This design comes from an exercise in tuning for small area and a short achievable clock period on the open sky130 flow, not from production work.
Only simulation tests tie the RTL to the original design; equivalence was not proved.
Power and IR drop assume default switching activity. The flow treats the clock pin as an ideal source, which a real chip does not have.

== job 103 ==
## commit_trace_buffer
module commit_trace_buffer
#(
    parameter  int DEPTH = 16,
    parameter  int POST  = 8,
    parameter  int CNT_W = 32,
    localparam int AW    = $clog2(DEPTH)
) (
    input  logic             clk,
    input  logic             reset,
    input  logic             arm,
    input  logic             abort,
    input  logic [1:0]       trig_mode,
    input  logic [31:0]      trig_val,
    input  logic             trig_now,
    input  logic             cap_valid,
    input  logic [31:0]      pc,
    input  logic [31:0]      instr,
    input  logic             rf_we,
    input  logic [4:0]       rf_wa,
    input  logic [31:0]      rf_wd,
    input  logic             memwrite,
    input  logic [31:0]      dataadr,
    input  logic [31:0]      writedata,
    output logic             busy,
    output logic             triggered,
    output logic             done,
    output logic [AW:0]      count,
    output logic [AW-1:0]    trig_index,
    output logic [CNT_W-1:0] trig_cycles,
    output logic             rd_valid,
    input  logic             rd_ready,
    output mips_trace_pkg::trace_entry_t     rd_data,
    output logic             rd_last
);
    localparam logic [AW:0] FULL = (AW+1)'(DEPTH);
    logic             r_busy, r_post, r_done, r_ph;
    logic             w_busy_nxt, w_post_nxt, w_done_nxt;
    logic [AW-1:0]    r_wr_ptr, r_trig_slot, r_post_cnt, r_trig_index;
    logic [AW-1:0]    w_wr_ptr_nxt, w_trig_slot_nxt, w_post_cnt_nxt, w_trig_index_nxt;
    logic [AW:0]      r_count, r_rd_idx, w_count_nxt, w_rd_idx_nxt;
    logic             r_triggered, w_triggered_nxt;
  ...
==> flow/config.mk <==
export PLATFORM = sky130hd
export DESIGN_NAME = commit_trace_buffer
export DESIGN_NICKNAME = commit_trace_buffer
export VERILOG_FILES = /design/flow/design.v
export SDC_FILE = /design/flow/constraint.sdc
export NUM_CORES = 4
export LEC_CHECK = 0
export CAP_MARGIN = 20
export CORE_MARGIN = 2
export CORE_UTILIZATION = 60
export SETUP_SLACK_MARGIN = 4.0
export SLEW_MARGIN = 20
export SYNTH_HIERARCHICAL = 1
export SYNTH_MINIMUM_KEEP_SIZE = 0
==> flow/constraint.sdc <==
create_clock -name core_clock -period 7.0 [get_ports {clk}]
set_input_delay 1.4000 -clock core_clock [delete_from_list [all_inputs] [get_ports {clk}]]
set_output_delay 1.4000 -clock core_clock [all_outputs]
set_load 0.01 [all_outputs]
standard.sh (not shown) runs the stock make flow with config.mk's settings and CLKGATE_MAP_FILE= SYNTH_SCRIPT=/design/flow/synth_recipe.tcl, a recipe that flattens the netlist after the stock synthesis.
==> flow/flow/run.sh <==
#!/bin/bash
# Standard layout, with plain buffers (not delay cells) on the ports.
set -euo pipefail
export BUFFER_PORTS_ARGS="-buffer_cell sky130_fd_sc_hd__buf_2"
bash standard.sh > standard.log 2>&1
Input-level comparison between job 104 and job 103:
==> flow/run.sh (new file) <==
#!/bin/bash
# synth_recipe.tcl (not shown) runs the flow's synth.tcl, then flattens the netlist and writes it again
# the make line also repeats each setting of config.mk as NAME=value (left out here)
make -C /OpenROAD-flow-scripts/flow DESIGN_CONFIG=/design/flow/config.mk WORK_HOME=/design/flow/orfs CLKGATE_MAP_FILE= SYNTH_SCRIPT=/design/flow/synth_recipe.tcl finish
removed: flow/flow/run.sh
removed: flow/standard.sh
Notes after the runs:
Job 104 completed end to end with timing, DRC and antenna clean. The worst setup path endpoint comes out u_ram.r_rd[52] in one run and u_ram.r_rd[7] in the other, namely in job 103 and job 104 respectively. Job 104 vs job 103 — total number of cells along the worst setup path dropped 1. Standard cell with the maximum stage delay on the critical path = sky130_fd_sc_hd__and2_2: job 103; standard cell with the maximum stage delay on the critical path = sky130_fd_sc_hd__nor4b_2: job 104. NOTE vias after detailed routing job 103->job 104 increased slightly. Job 104 vs job 103: cell area up by a few percent. Delta(non-clock buffer count, job 104 - job 103) > 0.

commit_trace_buffer, a different RTL version from the one above (not shown whole).
For scale: roughly 7500 cells after synthesis, roughly 2700 flip-flops.
==> flow/design.v (excerpt) <==
module commit_trace_buffer
#(
    parameter  int DEPTH = 16,
    parameter  int POST  = 8,
    parameter  int CNT_W = 32,
    localparam int AW    = $clog2(DEPTH)
) (
    input  logic             clk,
    input  logic             reset,
    input  logic             arm,
    input  logic             abort,
    input  logic [1:0]       trig_mode,
    input  logic [31:0]      trig_val,
    input  logic             trig_now,
    input  logic             cap_valid,
    input  logic [31:0]      pc,
    input  logic [31:0]      instr,
    input  logic             rf_we,
    input  logic [4:0]       rf_wa,
    input  logic [31:0]      rf_wd,
    input  logic             memwrite,
    input  logic [31:0]      dataadr,
    input  logic [31:0]      writedata,
    output logic             busy,
    output logic             triggered,
    output logic             done,
    output logic [AW:0]      count,
    output logic [AW-1:0]    trig_index,
    output logic [CNT_W-1:0] trig_cycles,
    output logic             rd_valid,
    input  logic             rd_ready,
    output mips_trace_pkg::trace_entry_t     rd_data,
    output logic             rd_last
);
    localparam logic [AW:0] FULL = (AW+1)'(DEPTH);
    logic             r_busy, r_post, r_done, r_ph;
    logic             w_busy_nxt, w_post_nxt, w_done_nxt;
    logic [AW-1:0]    r_wr_ptr, r_trig_slot, r_post_cnt, r_trig_index;
    logic [AW-1:0]    w_wr_ptr_nxt, w_trig_slot_nxt, w_post_cnt_nxt, w_trig_index_nxt;
    logic [AW:0]      r_count, r_rd_idx, w_count_nxt, w_rd_idx_nxt;
    logic             r_triggered, w_triggered_nxt;
    logic [CNT_W-1:0] r_trig_cycles, w_trig_cycles_nxt;
    logic             r_rd_valid, r_rd_last, w_rd_valid_nxt, w_rd_last_nxt;
  ...
Settings: LEC_CHECK=0, CAP_MARGIN=20, CORE_MARGIN=2, CORE_UTILIZATION=60, SETUP_SLACK_MARGIN=4.5, SLEW_MARGIN=20, SYNTH_HIERARCHICAL=1, SYNTH_MINIMUM_KEEP_SIZE=0; clock period 7.0 ns.
==> flow/flow/run.sh <==
#!/bin/bash
# Standard layout, with plain buffers (not delay cells) on the ports and a
# clock tree of fewer, larger leaf clusters without dummy loads.
set -euo pipefail
export BUFFER_PORTS_ARGS="-buffer_cell sky130_fd_sc_hd__buf_2"
export CTS_ARGS="-sink_clustering_enable -repair_clock_nets -dont_use_dummy_load -buf_list sky130_fd_sc_hd__clkbuf_16 -sink_clustering_size 25 -sink_clustering_max_diameter 70"
bash standard.sh > standard.log 2>&1
Rerun with:
--- a/flow/config.mk
+++ b/flow/config.mk
@@ -10,2 +10,2 @@
-export CORE_UTILIZATION = 60
-export SETUP_SLACK_MARGIN = 4.5
+export CORE_UTILIZATION = 70
+export SETUP_SLACK_MARGIN = 4.6
The new run completed without violations.
Final cell count went down by 2.7%.
Sequential power stays flat.
Clock-buffer cell count went down by 8.
Clock skew barely changes.
Die area went down by 14%.
Rerun with:
==> flow/flow/run.sh (replaced) <==
#!/bin/bash
# Standard layout, with plain buffers (not delay cells) on the ports and a
# clock tree of fewer, larger leaf clusters without dummy loads.
set -euo pipefail
export BUFFER_PORTS_ARGS="-buffer_cell sky130_fd_sc_hd__buf_1"
export CTS_ARGS="-sink_clustering_enable -repair_clock_nets -dont_use_dummy_load -buf_list sky130_fd_sc_hd__clkbuf_16 -sink_clustering_size 30 -sink_clustering_max_diameter 80"
bash standard.sh > standard.log 2>&1
--- a/flow/config.mk
+++ b/flow/config.mk
@@ -11 +11 @@
-export SETUP_SLACK_MARGIN = 4.6
+export SETUP_SLACK_MARGIN = 4.4
Maximum frequency goes up by 1.4%.
Via count falls by 3.2%.
Clock power drops by 13%.
Die area is unchanged.
Utilization came out lower by 2.6 points.

Setup of onyx:
commit_trace_buffer, a different RTL version from the one above (not shown whole).
Size: about 7400 cells after synthesis, ~2700 flip-flops, ~420 I/O pins, about 87000 sq um of cells after synthesis.
Settings: LEC_CHECK=0, CAP_MARGIN=20, CORE_MARGIN=2, CORE_UTILIZATION=75, SETUP_SLACK_MARGIN=4.4, SLEW_MARGIN=20, SYNTH_HIERARCHICAL=1, SYNTH_MINIMUM_KEEP_SIZE=0; clock period 7.0 ns.
==> flow/flow/run.sh <==
#!/bin/bash
# Standard layout, with plain buffers (not delay cells) on the ports and a
# clock tree of fewer, larger leaf clusters without dummy loads.
set -euo pipefail
export BUFFER_PORTS_ARGS="-buffer_cell sky130_fd_sc_hd__buf_2"
export CTS_ARGS="-sink_clustering_enable -repair_clock_nets -dont_use_dummy_load -buf_list sky130_fd_sc_hd__clkbuf_16 -sink_clustering_size 25 -sink_clustering_max_diameter 70"
bash standard.sh > standard.log 2>&1
No stage failed in onyx, and the final checks on the layout all came back clean.
For garnet, these inputs were changed with respect to onyx:
diff --git a/flow/config.mk b/flow/config.mk
--- a/flow/config.mk
+++ b/flow/config.mk
@@ -10,2 +10,2 @@
-export CORE_UTILIZATION = 75
-export SETUP_SLACK_MARGIN = 4.4
+export CORE_UTILIZATION = 70
+export SETUP_SLACK_MARGIN = 4.6
Findings:
- NOTE number of global-route vias before repair onyx->garnet decreased slightly
- onyx -> garnet: cell count increased slightly
- onyx → garnet: summed area of non-filler cells in the final layout moved up; post-placement setup slack moved down.

## job 1869
RTL: one of the versions met above, not the one the previous note started from.
Size: roughly 7500 cells after synthesis, roughly 2700 flip-flops, roughly 420 I/O pins, ~87000 µm² of cells after synthesis.
clock: 7.0 ns
lec_check: 0
cap_margin: 20
core_margin: 2
core_utilization: 65
setup_slack_margin: 4.4
slew_margin: 20
synth_hierarchical: 1
synth_minimum_keep_size: 0
Scripts as last shown in full above: flow/flow/run.sh
Inputs modified between job 1869 and job 5081:
Settings: CORE_UTILIZATION now 70, was 65.
==> flow/flow/run.sh <==
#!/bin/bash
# Standard layout, with plain buffers (not delay cells) on the ports and a
# clock tree of fewer, larger leaf clusters without dummy loads.
set -euo pipefail
export BUFFER_PORTS_ARGS="-buffer_cell sky130_fd_sc_hd__buf_1"
export CTS_ARGS="-sink_clustering_enable -repair_clock_nets -dont_use_dummy_load -buf_list sky130_fd_sc_hd__clkbuf_16 -sink_clustering_size 27 -sink_clustering_max_diameter 75"
bash standard.sh > standard.log 2>&1
Results
Of job 5081 and job 1869, the higher non-clock buffering overhead in the final layout belongs to job 1869. Between job 5081 and job 1869, it is job 5081 whose final cell count is lower, by 126. Comparing job 5081 and job 1869, global-route usage is lower on job 1869. [compare] base=job 1869 new=job 5081: clock transition at the registers of the reported paths roughly the same; via count went up by 858.
The inputs of job 6228 differ from those of job 5081 as listed below.
Settings: changing CORE_UTILIZATION from 70 to 65; changing SETUP_SLACK_MARGIN from 4.4 to 4.25.
==> flow/flow/run.sh <==
#!/bin/bash
# Standard layout, with plain buffers (not delay cells) on the ports and a
# clock tree of fewer, larger leaf clusters without dummy loads.
set -euo pipefail
export BUFFER_PORTS_ARGS="-buffer_cell sky130_fd_sc_hd__buf_1"
export CTS_ARGS="-sink_clustering_enable -repair_clock_nets -dont_use_dummy_load -buf_list sky130_fd_sc_hd__clkbuf_16 -sink_clustering_size 30 -sink_clustering_max_diameter 80"
bash standard.sh > standard.log 2>&1
Findings:
- On job 6228: via count is 2129 lower than what job 5081 gave.
- Taking job 5081 as the reference, in job 6228 number of buffers inserted during clock tree synthesis shows a reduction of about 9%; antenna diode count went down 1; hold-critical path depth closely matched the old numbers; growth of design area from synthesis to finish dropped 1.4 points; met2 usage in global routing down 3.3 points.
- Compared with job 5081, job 6228 shows setup slack lower by 0.066 ns.
- Against job 5081, final critical delay including setup and external delays in job 6228 came out worse.
- Switching power summed over all nets: job 6228 < job 5081
- Comparing job 6228 against job 5081, there is no change at all in adder-cell share of the synthesized area.
> inputs changed (job 6228 -> job 7603)
Settings: SETUP_SLACK_MARGIN changed from 4.25 to 4.4.
[summary]
Job 6228 -> job 7603: count of clock-buffer cells in the layout delta 0, exact match
Comparing job 7603 and job 6228, the higher average via count per standard cell is on job 7603.
Hold buffer count at CTS: job 6228 vs job 7603 — no meaningful difference
Sequential power of job 6228 is on par with job 7603.
Cmp job 7603 vs job 6228: met2 track demand over resource in global routing higher in job 7603
Job 7603 vs. job 6228: post-route cell area grew by about 0.8%; non-clock buffer count grew by 33.
Compared with job 6228, in job 7603 share of the clock period used by the worst path after layout now smaller; post-route worst hold slack comparable.

[separate check: timing with driven ports]
In the flow no input, the clock included, has a driving cell. The finished layouts below were timed again as built, in two steps.
Step 1, drivers: a clkbuf_16 drives clk and a buf_2 each remaining input, both assumed.
Step 2 moves the port delays by t, midway between the first and last clock arrival at a register: inputs arrive t later, outputs are due t later. That takes back most of the time a late clock gives input paths.
Slacks: ideal ports / drivers / drivers and shift; pairs: ideal ports / drivers.
run	shift t [ns]	slack for setup (ns)	hold WS [ns]	worst setup path after step 2	worst register clock-pin slew, ns
job 103	0.960	3.955 / 3.930 / 3.108	0.425 / 0.425 / 0.425	input to register	0.07 / 0.07
job 104	0.955	3.890 / 3.928 / 2.974	0.417 / 0.417 / 0.417	input to register	0.07 / 0.07
the first run of note 2	0.846	4.132 / 4.073 / 3.346	0.391 / 0.391 / 0.391	input to register	0.10 / 0.10
the second run of note 2	0.858	4.171 / 4.088 / 3.594	0.375 / 0.375 / 0.375	input to register	0.10 / 0.10
the third run of note 2	0.803	4.209 / 4.125 / 3.632	0.411 / 0.411 / 0.411	input to register	0.11 / 0.11
onyx	0.841	3.704 / 3.758 / 2.917	0.407 / 0.407 / 0.407	input to register	0.10 / 0.10
garnet	0.871	4.042 / 4.063 / 3.203	0.418 / 0.418 / 0.418	input to register	0.10 / 0.10
job 1869	0.852	4.156 / 4.068 / 3.358	0.405 / 0.405 / 0.405	input to register	0.10 / 0.10
job 5081	0.827	4.182 / 4.101 / 3.627	0.412 / 0.412 / 0.412	input to register	0.11 / 0.11
job 6228	0.828	4.116 / 4.029 / 3.418	0.409 / 0.409 / 0.409	input to register	0.12 / 0.12
job 7603	0.828	4.198 / 4.111 / 3.483	0.412 / 0.412 / 0.412	input to register	0.12 / 0.12
After both steps setup and hold are still met in every run listed. For job 104, which loses most, drivers alone change the setup slack by +0.038 ns; drivers and shift together by -0.916 ns.
